Background: an optimization exercise with open tools, aiming at small area, a short achievable clock period and few clock cycles. Do not read the settings as production practice.
Only simulation tests tie the RTL to the original design; equivalence was not proved.
Power and IR drop assume default switching activity.

run 1:
==> flow/design.v (excerpt) <==
module sa_top #(
  parameter int ROWS = sa_pkg::ROWS,
  parameter int COLS = sa_pkg::COLS
) (
  input  logic                               clk,
  input  logic                               rst,
  input  logic [sa_pkg::AXIL_ADDR_W-1:0]     axil_awaddr,
  input  logic                               axil_awvalid,
  output logic                               axil_awready,
  input  logic [sa_pkg::AXIL_DATA_W-1:0]     axil_wdata,
  input  logic [3:0]                         axil_wstrb,
  input  logic                               axil_wvalid,
  output logic                               axil_wready,
  output logic [1:0]                         axil_bresp,
  output logic                               axil_bvalid,
  input  logic                               axil_bready,
  input  logic [sa_pkg::AXIL_ADDR_W-1:0]     axil_araddr,
  input  logic                               axil_arvalid,
  output logic                               axil_arready,
  output logic [sa_pkg::AXIL_DATA_W-1:0]     axil_rdata,
  output logic [1:0]                         axil_rresp,
  output logic                               axil_rvalid,
  input  logic                               axil_rready,
  input  logic [COLS-1:0][sa_pkg::W_IN-1:0]  k_data,
  input  logic                               k_last,
  input  logic                               k_valid,
  output logic                               k_ready,
  input  logic [ROWS-1:0][sa_pkg::W_IN-1:0]  x_data,
  input  logic                               x_last,
  input  logic                               x_valid,
  output logic                               x_ready,
  input  logic [ROWS-1:0][sa_pkg::W_ACC-1:0] a_data,
  input  logic                               a_valid,
  output logic                               a_ready,
  output logic [ROWS-1:0][sa_pkg::W_ACC-1:0] y_data,
  output logic                               y_last,
  output logic                               y_valid,
  input  logic                               y_ready
);
Size in the first run: about 370 I/O pins, about 0.067 sq mm of cells after synthesis.
clock: 10.5 ns
lec_check: 0
cap_margin: 20
core_margin: 2
core_utilization: 40
cts_cluster_size: 25
place_density: 0.6
setup_slack_margin: 5
slew_margin: 20
tns_end_percent: 5
standard.sh (not shown) runs the stock make flow with config.mk's settings and CLKGATE_MAP_FILE= SYNTH_SCRIPT=/design/flow/synth_recipe.tcl, a recipe that flattens the netlist after the stock synthesis.
==> flow/flow/run.sh <==
#!/bin/bash
# The standard layout, with the smallest buffer on each input and output port
# (every port still gets its own buffer; the repair steps resize them where
# timing needs it). make's full output goes to standard.log.
set -euo pipefail
bash standard.sh "BUFFER_PORTS_ARGS=-buffer_cell sky130_fd_sc_hd__buf_1" finish > standard.log 2>&1
Run 1 completed; timing, DRC and antenna clean
Testbench counts of run 1, summed over its fixed seeds: cycles 5,239.
What run 2 does differently from run 1 at the input level:
Settings: CTS_CLUSTER_SIZE removed (was 25); SLEW_MARGIN changed from 20 to 5; CAP_MARGIN changed from 20 to 5.
==> flow/run.sh (new file) <==
#!/bin/bash
# synth_recipe.tcl (not shown) runs the flow's synth.tcl, then flattens the netlist and writes it again
# the make line also repeats each setting of config.mk as NAME=value (left out here)
make -C /OpenROAD-flow-scripts/flow DESIGN_CONFIG=/design/flow/config.mk WORK_HOME=/design/flow/orfs CLKGATE_MAP_FILE= SYNTH_SCRIPT=/design/flow/synth_recipe.tcl finish
removed: flow/flow/run.sh
removed: flow/standard.sh
[summary]
Run 2 vs run 1, shortest clock period the worst path allows after layout went up by 0.0053 ns. Looking at run 1 and run 2, the final non-filler cell total is a wash. Run 1 has lower global-route wire length before repair than run 2. Run 2 -> run 1: flip-flop and latch count delta 0, exact match. Between run 1 and run 2, the difference in clock latency on the worst-skew pair is negligible. Run 2 vs run 1, library cell contributing the largest single delay on the critical path: clkdlybuf4s50_1 vs a21boi_0. Run 2 vs run 1 — proportion of power drawn by the clock network dropped 0.2 points. Number of stages on the worst setup path sits lower in run 2 than in run 1.
--- input diff run 2..run 3 ---
Settings: a change of CORE_UTILIZATION from 40 to 55; a change of CAP_MARGIN from 5 to 20; an added CTS_CLUSTER_SIZE of 30; an added CTS_CLUSTER_DIAMETER of 130; a change of SLEW_MARGIN from 5 to 20; a change of PLACE_DENSITY from 0.6 to 0.7.
==> flow/flow/run.sh (new file) <==
#!/bin/bash
# The standard layout, with the smallest buffer on each input and output port
# (every port still gets its own buffer; the repair steps resize them where
# timing needs it). make's full output goes to standard.log.
set -euo pipefail
bash standard.sh "BUFFER_PORTS_ARGS=-buffer_cell sky130_fd_sc_hd__buf_1" finish > standard.log 2>&1
==> flow/standard.sh (new file) <==
#!/bin/bash
# synth_recipe.tcl (not shown) runs the flow's synth.tcl, then flattens the netlist and writes it again
# the make line also repeats each setting of config.mk as NAME=value (left out here)
make -C /OpenROAD-flow-scripts/flow DESIGN_CONFIG=/design/flow/config.mk WORK_HOME=/design/flow/orfs CLKGATE_MAP_FILE= SYNTH_SCRIPT=/design/flow/synth_recipe.tcl "${@:-finish}"
removed: flow/run.sh
[summary]
Re sequential cell fraction of total power: run 3 is 2.3 points up on run 2.
Diff run 3 and run 2: weighted congestion reported at the end of routability-driven placement higher in run 3
Run 3 vs. run 2: wire length of the first global-routing pass lower; routed wire length per instance rose 0.58 um; post-placement cell area now smaller; worst hold slack across all endpoints increased 0.012 ns.
Cells: run 3 has fewer instances than run 2
Higher share of power burned in combinational logic goes to run 3 over run 2.
Run 3 has instance count after placement with tap cells included below what run 2 had.
On flip-flop and latch area, run 3 and run 2 are neck and neck.
Re total number of vias: run 3 is 366 up on run 2.
Edits applied to the flow inputs when going from run 3 to run 4:
Settings: PLACE_DENSITY changed from 0.7 to 0.6; CTS_CLUSTER_SIZE removed (was 30); CTS_CLUSTER_DIAMETER removed (was 130); CORE_UTILIZATION changed from 55 to 40.
The post-layout minimum cycle time number comes out higher for run 3 vs run 4.
Going from run 3 to run 4, sequential share of layout area shrinks by 1.1 points.
Re power per cell area: run 4 is 6.0% up on run 3.
Going from run 3 to run 4, period utilization shrinks by 0.21 points.
Diff run 3 and run 4: die boundary width lower in run 3
Going from run 3 to run 4, the power was found to have gone up by 1.6 mW.
Summary: with run 3 as the reference, number of filler cells placed in the layout in run 4 moved up by more than half.
Diff run 3 -> run 4: number of max-cap violations did not really move, utilization down 15 points.
The routed via count number comes out lower for run 4 vs run 3.

========
Starting RTL as in the previous note.
==> flow/config.mk <==
export PLATFORM = sky130hd
export DESIGN_NAME = sa_top
export DESIGN_NICKNAME = sa_top
export VERILOG_FILES = /design/flow/design.v
export SDC_FILE = /design/flow/constraint.sdc
export NUM_CORES = 4
export LEC_CHECK = 0
export CAP_MARGIN = 20
export CORE_MARGIN = 2
export CORE_UTILIZATION = 40
export CTS_CLUSTER_DIAMETER = 140
export CTS_CLUSTER_SIZE = 24
export PLACE_DENSITY = 0.6
export SETUP_SLACK_MARGIN = 5
export SLEW_MARGIN = 20
export TNS_END_PERCENT = 5
==> flow/constraint.sdc <==
create_clock -name core_clock -period 10.5 [get_ports {clk}]
set_input_delay 2.1000 -clock core_clock [delete_from_list [all_inputs] [get_ports {clk}]]
set_output_delay 2.1000 -clock core_clock [all_outputs]
set_load 0.01 [all_outputs]
==> flow/flow/run.sh <==
#!/bin/bash
# The standard layout, with the smallest buffer on each input and output port
# (every port still gets its own buffer; the repair steps resize them where
# timing needs it). make's full output goes to standard.log.
set -euo pipefail
bash standard.sh "BUFFER_PORTS_ARGS=-buffer_cell sky130_fd_sc_hd__buf_1" finish > standard.log 2>&1
The first run ran to the end with no violations.
Testbench counts at the start, summed over its fixed seeds: cycles 5,239.
Then changed:
--- a/flow/config.mk
+++ b/flow/config.mk
@@ -9,6 +9,6 @@
 export CORE_MARGIN = 2
-export CORE_UTILIZATION = 40
-export CTS_CLUSTER_DIAMETER = 140
+export CORE_UTILIZATION = 55
+export CTS_CLUSTER_DIAMETER = 120
 export CTS_CLUSTER_SIZE = 24
-export PLACE_DENSITY = 0.6
+export PLACE_DENSITY = 0.7
 export SETUP_SLACK_MARGIN = 5
Synthesized area stays the same. Global-route usage grows by 7.2 points. Design area fell slightly. Sequential cell count does not change. Routed wire length fell by a few percent. Power fell slightly. Cell count came out lower by a few percent. Fmax barely changes. Clock skew rises by 20 ps.
Then changed:
--- a/flow/config.mk
+++ b/flow/config.mk
@@ -9,8 +9,8 @@
 export CORE_MARGIN = 2
-export CORE_UTILIZATION = 55
-export CTS_CLUSTER_DIAMETER = 120
+export CORE_UTILIZATION = 40
+export CTS_CLUSTER_DIAMETER = 140
 export CTS_CLUSTER_SIZE = 24
-export PLACE_DENSITY = 0.7
+export PLACE_DENSITY = 0.6
 export SETUP_SLACK_MARGIN = 5
 export SLEW_MARGIN = 20
-export TNS_END_PERCENT = 5
+export TNS_END_PERCENT = 0
The new run ran to the end with no violations. Routed wire length increases by 4.1%. Total power decreases by 1.3%. Synthesized cell count does not change. Count of clock-buffer cells in the layout rose by 1. Worst setup slack loses 33 ps. Clock skew falls by 13 ps.
Then changed:
==> flow/flow/run.sh (replaced) <==
#!/bin/bash
set -euo pipefail
bash standard.sh "BUFFER_PORTS_ARGS=-buffer_cell sky130_fd_sc_hd__buf_1" SETUP_SLACK_MARGIN=5.4 finish > standard.log 2>&1
--- a/flow/config.mk
+++ b/flow/config.mk
@@ -10,7 +10,4 @@
 export CORE_UTILIZATION = 40
-export CTS_CLUSTER_DIAMETER = 140
-export CTS_CLUSTER_SIZE = 24
 export PLACE_DENSITY = 0.6
-export SETUP_SLACK_MARGIN = 5
 export SLEW_MARGIN = 20
-export TNS_END_PERCENT = 0
+export TNS_END_PERCENT = 5
=> Sequential share of layout area is lower by 1.8 points; worst hold slack loses 16 ps; critical path depth came out higher by 10; area after synthesis is unchanged; combinational power went up by about 10%; cell area rose by 7.2%; maximum frequency went up by 3.5%.

========
Another version of the RTL of sa_top (not shown whole).
For scale: ~5700 cells after synthesis, about 690 flip-flops, roughly 370 I/O pins, roughly 62000 sq um of cells after synthesis.
==> flow/config.mk <==
export PLATFORM = sky130hd
export DESIGN_NAME = sa_top
export DESIGN_NICKNAME = sa_top
export VERILOG_FILES = /design/flow/design.v
export SDC_FILE = /design/flow/constraint.sdc
export NUM_CORES = 4
export LEC_CHECK = 0
export CAP_MARGIN = 20
export CORE_MARGIN = 2
export CORE_UTILIZATION = 40
export CTS_CLUSTER_DIAMETER = 140
export CTS_CLUSTER_SIZE = 24
export PLACE_DENSITY = 0.6
export SETUP_SLACK_MARGIN = 5
export SLEW_MARGIN = 20
export TNS_END_PERCENT = 0
==> flow/constraint.sdc <==
create_clock -name core_clock -period 10.5 [get_ports {clk}]
set_input_delay 2.1000 -clock core_clock [delete_from_list [all_inputs] [get_ports {clk}]]
set_output_delay 2.1000 -clock core_clock [all_outputs]
set_load 0.01 [all_outputs]
==> flow/flow/run.sh <==
#!/bin/bash
# The standard layout, with the smallest buffer on each input and output port
# (every port still gets its own buffer; the repair steps resize them where
# timing needs it). make's full output goes to standard.log.
set -euo pipefail
bash standard.sh "BUFFER_PORTS_ARGS=-buffer_cell sky130_fd_sc_hd__buf_1" finish > standard.log 2>&1
The first run produced a clean layout.
Testbench counts at the start, summed over its fixed seeds: cycles 5,239.
==> next run, changes <==
TNS_END_PERCENT = 5   (was 0)
Effect: The new run produced a clean layout; die area does not change; via count barely changes; area after synthesis does not change; power rises by about 0.5%; clock-buffer cell count does not change; sequential power stays flat; clock skew falls by 13 ps; routed wire length falls by about 0.6%; critical path depth does not change; register-to-register slack improves by 90 ps.

[static timing again, ports no longer ideal]
How much do the figures lean on ideal ports? The routed layouts below were timed once more, with nothing changed but the port constraints.
Step 1: set_driving_cell puts a clkbuf_16 on clk and a buf_2 on each other input, an assumption about the parent block.
Step 2 also shifts input and output timing later by t, the mid clock arrival at the registers, as if the neighbouring blocks saw the same clock.
Three values: no drivers, after step 1, after step 2; two values: the first two.
run | t, ns | slack for setup (ns) | hold WS [ns] | worst setup path at the end
run 1 | 0.815 | 5.019 / 4.953 / 4.219 | 0.410 / 0.410 / 0.410 | input to register
run 2 | 0.815 | 5.013 / 4.962 / 4.271 | 0.416 / 0.416 / 0.416 | input to register
run 3 | 0.732 | 4.986 / 4.967 / 4.279 | 0.429 / 0.429 / 0.429 | input to register
run 4 | 0.815 | 5.008 / 4.952 / 4.209 | 0.407 / 0.407 / 0.407 | input to register
the first run of note 2 | 0.744 | 4.990 / 4.946 / 4.280 | 0.421 / 0.421 / 0.421 | input to register
the second run of note 2 | 0.729 | 5.002 / 4.967 / 4.299 | 0.426 / 0.426 / 0.426 | input to register
the third run of note 2 | 0.734 | 4.969 / 4.921 / 4.271 | 0.419 / 0.419 / 0.419 | input to register
the fourth run of note 2 | 0.821 | 5.157 / 5.172 / 4.362 | 0.403 / 0.403 / 0.403 | input to register
the first run of note 3 | 0.728 | 4.902 / 4.883 / 4.155 | 0.422 / 0.422 / 0.422 | input to register
the second run of note 3 | 0.725 | 4.930 / 4.901 / 4.176 | 0.419 / 0.419 / 0.419 | input to register
After both steps setup and hold are still met in every run listed. The setup slack of run 1, which loses most, moves by -0.066 ns with the drivers and by -0.800 ns with both steps.
